This is an optimization exercise on Yosys and OpenROAD, whose aim is small area, a short achievable clock period and few clock cycles per item, not a production implementation.
Function was checked by simulation only, so behaviour that the tests miss may differ from the original.
Power is estimated from default activity; no workload was simulated.

==> build 74 <==
==> flow/design.v (excerpt) <==
module block_matmul_top (
    input  logic                clk_i,
    input  logic                rstn_i,
    input  logic                start_i,
    input  logic                north_wr_en_i,
    input  mesh_pkg::data_t     north_wr_data_i,
    input  logic                north_wr_reset_i,
    input  logic                west_wr_en_i,
    input  mesh_pkg::data_t     west_wr_data_i,
    input  logic                west_wr_reset_i,
    input  mesh_pkg::mem_addr_t result_addr_i,
    output logic                north_empty_o,
    output logic                west_empty_o,
    output logic                alloc_done_o,
    output logic                mult_done_o,
    output mesh_pkg::data_t     result_data_o
);
Settings: LEC_CHECK=0, CAP_MARGIN=20, CORE_MARGIN=2, CORE_UTILIZATION=40, SLEW_MARGIN=20; clock period 11.0 ns.
standard.sh (not shown) runs the stock make flow with config.mk's settings and CLKGATE_MAP_FILE= SYNTH_SCRIPT=/design/flow/synth_recipe.tcl, a recipe that flattens the netlist after the stock synthesis.
==> flow/flow/run.sh <==
#!/bin/bash
set -o pipefail
export SETUP_SLACK_MARGIN=6.5
bash standard.sh > standard.log 2>&1
==> inputs of build 63, as changes to build 74 <==
--- a/flow/design.v
+++ b/flow/design.v
@@ -14,15 +14,14 @@
     input  logic              clk_i,
     input  logic              rstn_i,
     input  logic              wr_en_i,
     input  logic [31:0]       wr_data_i,
     input  logic              wr_reset_i,
     output logic [15:0][31:0] mem_o,
     output logic [4:0]        fill_o,
-    output logic              wr_accept_o,
     output logic              empty_o,
     output logic              full_o
 );
     logic [15:0][31:0] mem_q;
     logic [4:0]        fill_q;
     logic [15:0]       wr_sel_q;
     logic              empty_q;
@@ -46,27 +45,25 @@
     always_ff @(posedge clk_i) begin
         for (int n = 0; n < 16; n++) begin
             if (wr_accept && wr_sel_q[n]) begin
                 mem_q[n] <= wr_data_i;
             end
         end
     end
-    assign wr_accept_o = wr_accept;
     assign mem_o   = mem_q;
     assign fill_o  = fill_q;
     assign empty_o = empty_q;
     assign full_o  = fill_q[4];
 endmodule
 `timescale 1ns/1ps
 module block_scheduler (
     input  logic       clk_i,
     input  logic       rstn_i,
     input  logic [4:0] fill_a_i,
     input  logic [4:0] fill_b_i,
-    input  logic       wr_b_i,
     input  logic       restart_i,
     output logic       issue_o,
     output logic [1:0] i_o,
     output logic [1:0] k_o,
     output logic       last_o,
     output logic       seq_done_o
 );
@@ -93,17 +90,15 @@
             4'd11:   begin i_nx = 2'd3; k_nx = 2'd2; end
             4'd12:   begin i_nx = 2'd0; k_nx = 2'd3; end
             4'd13:   begin i_nx = 2'd1; k_nx = 2'd3; end
             4'd14:   begin i_nx = 2'd2; k_nx = 2'd3; end
             default: begin i_nx = 2'd3; k_nx = 2'd3; end
         endcase
     end
-    assign ready      = (fill_a_i > {1'b0, i_q, k_q}) &&
-                        ((fill_b_i > {1'b0, k_q, 2'b11}) ||
-                         (wr_b_i && fill_b_i == {1'b0, k_q, 2'b11}));
+    assign ready      = (fill_a_i > {1'b0, i_q, k_q}) && (fill_b_i > {1'b0, k_q, 2'b11});
     assign issue_o    = !seq_done_q && ready && !restart_i;
     assign last_o     = (step_q == 4'd15);
     assign i_o        = i_q;
     assign k_o        = k_q;
     assign seq_done_o = seq_done_q;
     always_ff @(posedge clk_i or negedge rstn_i) begin
         if (!rstn_i) begin
@@ -944,15 +939,14 @@
     output logic                alloc_done_o,
     output logic                mult_done_o,
     output mesh_pkg::data_t     result_data_o
 );
     logic [15:0][31:0] a_mem, b_mem;
     logic [4:0]        a_fill, b_fill;
     logic              a_full, b_full;
-    logic              a_wr, b_wr;
     logic              restart;
     logic              issue, last, seq_done;
     logic [1:0]        gi, gk;
     logic              start_ok;
     logic              pending_q, complete_q;
     logic [15:0]       one_q, two_q, neg_q;
     logic [3:0][31:0]  b_q;
@@ -966,37 +960,34 @@
         .clk_i      (clk_i),
         .rstn_i     (rstn_i),
         .wr_en_i    (west_wr_en_i),
         .wr_data_i  (west_wr_data_i),
         .wr_reset_i (west_wr_reset_i),
         .mem_o      (a_mem),
         .fill_o     (a_fill),
-        .wr_accept_o(a_wr),
         .empty_o    (west_empty_o),
         .full_o     (a_full)
     );
     operand_store north_store (
         .clk_i      (clk_i),
         .rstn_i     (rstn_i),
         .wr_en_i    (north_wr_en_i),
         .wr_data_i  (north_wr_data_i),
         .wr_reset_i (north_wr_reset_i),
         .mem_o      (b_mem),
         .fill_o     (b_fill),
-        .wr_accept_o(b_wr),
         .empty_o    (north_empty_o),
         .full_o     (b_full)
     );
     assign restart = west_wr_reset_i || north_wr_reset_i;
     block_scheduler u_sched (
         .clk_i      (clk_i),
         .rstn_i     (rstn_i),
         .fill_a_i   (a_fill),
         .fill_b_i   (b_fill),
-        .wr_b_i     (b_wr),
         .restart_i  (restart),
         .issue_o    (issue),
         .i_o        (gi),
         .k_o        (gk),
         .last_o     (last),
         .seq_done_o (seq_done)
     );
@@ -1008,22 +999,17 @@
             a2 = a[2 * m + 1];
             a1 = a[2 * m];
             a0 = (m == 0) ? 1'b0 : a[2 * m - 1];
             one_q[m] <= a1 ^ a0;
             two_q[m] <= (a2 & !a1 & !a0) | (!a2 & a1 & a0);
             neg_q[m] <= a2;
         end
-        for (int j = 0; j < 3; j++) begin
+        for (int j = 0; j < 4; j++) begin
             b_q[j] <= b_mem[{gk, 2'(j)}];
         end
-        if (b_wr && b_fill == {1'b0, gk, 2'b11}) begin
-            b_q[3] <= north_wr_data_i;
-        end else begin
-            b_q[3] <= b_mem[{gk, 2'b11}];
-        end
         last1_q <= last;
         init1_q <= (gk == 2'd0);
         row1_q  <= gi;
     end
     for (genvar j = 0; j < 4; j++) begin : g_mul
         tile_mac u_mac (
             .one_i (one_q),
==> flow/run.sh (new file) <==
#!/bin/bash
# synth_recipe.tcl (not shown) runs the flow's synth.tcl, then flattens the netlist and writes it again
# the make line also repeats each setting of config.mk as NAME=value (left out here)
make -C /OpenROAD-flow-scripts/flow DESIGN_CONFIG=/design/flow/config.mk WORK_HOME=/design/flow/orfs CLKGATE_MAP_FILE= SYNTH_SCRIPT=/design/flow/synth_recipe.tcl finish
removed: flow/flow/run.sh
removed: flow/standard.sh
==> qor summary <==
item	build 63	build 74
ClkCell Share	6.060%	5.993%
Simple-gate share of the synthesized area	2.861%	3.042%
Cell leakage power	0.05941 µW	0.06119 µW
Count of fill cells added during filler insertion	32665	32633
Power density over the cells	243.6 mW/mm²	252.3 mW/mm²
Worst path bufs/invs	3	2
Setup repair bufs after CTS	0	77
Met3 Usage GRT	5.161%	5.123%
Clock Skew	0.07634 ns	0.05265 ns
Result of the run	no timing/DRC/antenna violations	no timing/DRC/antenna violations
Fraction of standard cell area in multi-input logic	39.75%	39.26%
Inst Count DP	15339	15595
Share of the synthesized area in the top cell type	41.62%	41.57%
Inverters	1263	1265
Wire length after detailed routing	460800 µm	483700 µm
Syn Nets	12311	12432
Worst Hold Slack	0.3336 ns	0.3293 ns
Slowest CP cell	sky130_fd_sc_hd__dfxtp_4	sky130_fd_sc_hd__fa_1
Number of cells on the critical path	16	15
Area growth, synth to finish	10.54%	12.78%
Layout buffering overhead excluding clock cells	1.682%	3.211%
Flop2flop setup slack	4.89 ns	6.39 ns
Sequential fraction of the synthesis area	50.61%	50.56%
Testbench counts of build 74, summed over its fixed seeds: cycles 1,536, items 64.
Testbench counts of build 63, summed over its fixed seeds: cycles 1,600, items 64.

* * *

==> run F: inputs <==
block_matmul_top, a different RTL version from the one above (not shown whole).
==> flow/config.mk <==
export PLATFORM = sky130hd
export DESIGN_NAME = block_matmul_top
export DESIGN_NICKNAME = block_matmul_top
export VERILOG_FILES = /design/flow/design.v
export SDC_FILE = /design/flow/constraint.sdc
export NUM_CORES = 4
export LEC_CHECK = 0
export CAP_MARGIN = 20
export CORE_MARGIN = 2
export CORE_UTILIZATION = 50
export CTS_CLUSTER_SIZE = 30
export SLEW_MARGIN = 20
==> flow/constraint.sdc <==
create_clock -name core_clock -period 11.0 [get_ports {clk_i}]
set_input_delay 2.2000 -clock core_clock [delete_from_list [all_inputs] [get_ports {clk_i}]]
set_output_delay 2.2000 -clock core_clock [all_outputs]
set_load 0.01 [all_outputs]
==> flow/flow/run.sh <==
#!/bin/bash
set -o pipefail
export SETUP_SLACK_MARGIN=6.9
bash standard.sh MATCH_CELL_FOOTPRINT=0 "BUFFER_PORTS_ARGS=-buffer_cell sky130_fd_sc_hd__buf_4" finish > standard.log 2>&1
==> run H: changes against run F <==
==> flow/flow/run.sh (replaced) <==
#!/bin/bash
set -o pipefail
export SETUP_SLACK_MARGIN=7.2
bash standard.sh MATCH_CELL_FOOTPRINT=0 "BUFFER_PORTS_ARGS=-buffer_cell sky130_fd_sc_hd__buf_4" finish > standard.log 2>&1
CORE_UTILIZATION = 55   (was 50)
CTS_CLUSTER_SIZE = default   (was 30)
==> notes <==
Total power: run H is higher than run F (7.9%).
Of run F and run H, run H has the higher worst hold slack (gap 5.4 ps).
Global-route usage: run F is lower than run H (4.8 points).
Non-clock buffer count: run F is lower than run H (193).
Clock power is about the same in run H and run F.
In sequential power, run H and run F hardly differ.
Design area: run F is lower than run H (2.0%).
Of run F and run H, run H has the higher setup slack (gap 260 ps).
Testbench counts of run F, summed over its fixed seeds: cycles 1,536, items 64.
Testbench counts of run H, summed over its fixed seeds: cycles 1,536, items 64.

* * *

==> fjord <==
Starting RTL as in the previous note.
clock: 11.0 ns
lec_check: 0
cap_margin: 20
core_margin: 2
core_utilization: 62
cts_cluster_diameter: 100
cts_cluster_size: 20
slew_margin: 20
==> flow/flow/run.sh <==
#!/bin/bash
set -o pipefail
export SETUP_SLACK_MARGIN=7.2
bash standard.sh MATCH_CELL_FOOTPRINT=0 "BUFFER_PORTS_ARGS=-buffer_cell sky130_fd_sc_hd__buf_4" finish > standard.log 2>&1
==> cedar: changes against fjord <==
==> flow/flow/run.sh (replaced) <==
#!/bin/bash
set -o pipefail
export SETUP_SLACK_MARGIN=7.3
bash standard.sh MATCH_CELL_FOOTPRINT=0 "BUFFER_PORTS_ARGS=-buffer_cell sky130_fd_sc_hd__buf_4" finish > standard.log 2>&1
Settings changed: CORE_UTILIZATION 62 to 55.
==> results.py <==
metrics = {
    "run_status": {
        "status": "complete, no violations",
    },
    "timing": {
        "relSlewSlack": 0.1870,
        "period_minus_slack_ns": 3.857,
        "fmax_mhz": 259.3,
    },
    "power_and_ir_drop": {
        "vdd_drop_max_mv": 0.4962,
        "switching_share": 0.4685,
        "powerDensity_nw_per_um2": 329.6,
        "switching_power_mw": 25.86,
    },
    "drt": {
        "dr_total_vias": 101300,
        "wire_per_inst_um": 34.02,
    },
    "layout": {
        "inverters": 1561,
        "nFillCells": 17520,
    },
    "setup_path": {
        "cp.arrival_ns": 4.47,
        "crit_family": "compound AO/OA/AOI/OAI gates",
    },
    "hold_path": {
        "holdPathEnd": "row2_q[0]$_DFF_P_",
    },
}
the above is filed under fjord

==> results.py <==
metrics = {
    "layout": {
        "nFillCells": 21440,
    },
    "drt": {
        "wire_per_inst_um": 33.78,
    },
    "setup_path": {
        "cp.arrival_ns": 4.56,
    },
    "power_and_ir_drop": {
        "switching_power_mw": 26.72,
    },
    "timing": {
        "period_minus_slack_ns": 3.788,
        "relSlewSlack": 0.1556,
    },
    "run_status": {
        "status": "complete, no violations",
    },
    "hold_path": {
        "holdPathEnd": "row2_q[1]$_DFF_P_",
    },
}
the above is filed under cedar

Testbench counts of fjord, summed over its fixed seeds: cycles 1,536, items 64.
Testbench counts of cedar, summed over its fixed seeds: cycles 1,536, items 64.

* * *

==> build 28 <==
block_matmul_top again, from the RTL that the note above started with.
Settings: LEC_CHECK=0, CAP_MARGIN=20, CORE_MARGIN=2, CORE_UTILIZATION=55, CTS_CLUSTER_DIAMETER=100, CTS_CLUSTER_SIZE=20, SLEW_MARGIN=20; clock period 11.0 ns.
==> flow/flow/run.sh <==
#!/bin/bash
set -o pipefail
export SETUP_SLACK_MARGIN=7.2
bash standard.sh MATCH_CELL_FOOTPRINT=0 "BUFFER_PORTS_ARGS=-buffer_cell sky130_fd_sc_hd__buf_4" finish > standard.log 2>&1
==> trial 29: changes against build 28 <==
CORE_UTILIZATION = 62   (was 55)
CTS_CLUSTER_DIAMETER = default   (was 100)
CTS_CLUSTER_SIZE = default   (was 20)
==> comparison table <==
| quantity | build 28 | trial 29 |
|---|---|---|
| Result of the run | finished clean | finished clean |
| Worst Hold Slack | 335 ps | 325 ps |
| Non-clk buf share | 4.04% | 3.57% |
| Ratio of routed vias to standard cells | 6.47 | 6.73 |
| Post-route worst setup slack | 7080 ps | 7130 ps |
| Clock skew | 60.8 ps | 124 ps |
| Final Power | 56000 uW | 59100 uW |
| # clk buffers | 290 | 431 |
| Leakage power total | 0.0618 uW | 0.0640 uW |
| # Post-CTS Setup Buffers | 130 | 113 |
| Layout cells sized above 1 | 15.6% | 17.1% |
| Non-filler instance count after layout | 15500 | 15200 |
| Met2 Track Usage GR | 54.8% | 60.7% |
| Utilization of the core after routing | 60.9% | 70.0% |
| Number of buffers created by CTS | 175 | 322 |
| Transition time at the pin with the least slew margin | 1250 ps | 1250 ps |
| Die span in y | 532 microns | 501 microns |
| Area added between synthesis and finish | 9.89% | 12.3% |
| Worst min-delay path startpoint | row1_q[1]$_DFF_P_ | row1_q[0]$_DFF_P_ |
Testbench counts of build 28, summed over its fixed seeds: cycles 1,536, items 64.
Testbench counts of trial 29, summed over its fixed seeds: cycles 1,536, items 64.

[afterwards: timing with drivers on the ports]
The results above use ideal ports. As a check the final layouts listed here were re-extracted and re-timed, cells and wires unchanged.
Step 1 assumes that a clkbuf_16 drives the clock port and a buf_2 every other input.
Step 2 moves the port delays by t, midway between the first and last clock arrival at a register: inputs arrive t later, outputs are due t later. That takes back most of the time a late clock gives input paths.
Slacks: ideal ports / drivers / drivers and shift; pairs: ideal ports / drivers.
| run | t (ns) | slack for setup (ns) | worst setup path after step 2 | slew at the worst register clock pin (ns) |
|---|---|---|---|---|
| build 74 | 1.005 | 6.391 / 6.391 / 5.876 | input to register | 0.07 / 0.07 |
| build 63 | 1.018 | 4.888 / 4.888 / 4.888 | register to register | 0.07 / 0.07 |
| run F | 1.021 | 6.874 / 6.874 / 6.152 | input to register | 0.07 / 0.07 |
| run H | 1.026 | 7.134 / 7.134 / 6.423 | input to register | 0.07 / 0.07 |
| fjord | 0.973 | 7.143 / 7.143 / 6.424 | input to register | 0.09 / 0.09 |
| cedar | 0.992 | 7.212 / 7.141 / 6.380 | input to register | 0.09 / 0.09 |
| build 28 | 1.003 | 7.083 / 7.083 / 6.399 | input to register | 0.09 / 0.09 |
| trial 29 | 1.056 | 7.127 / 7.041 / 6.343 | input to register | 0.07 / 0.07 |
After both steps setup and hold are still met in every run listed. For cedar, which loses most, drivers alone change the setup slack by -0.071 ns; drivers and shift together by -0.832 ns.
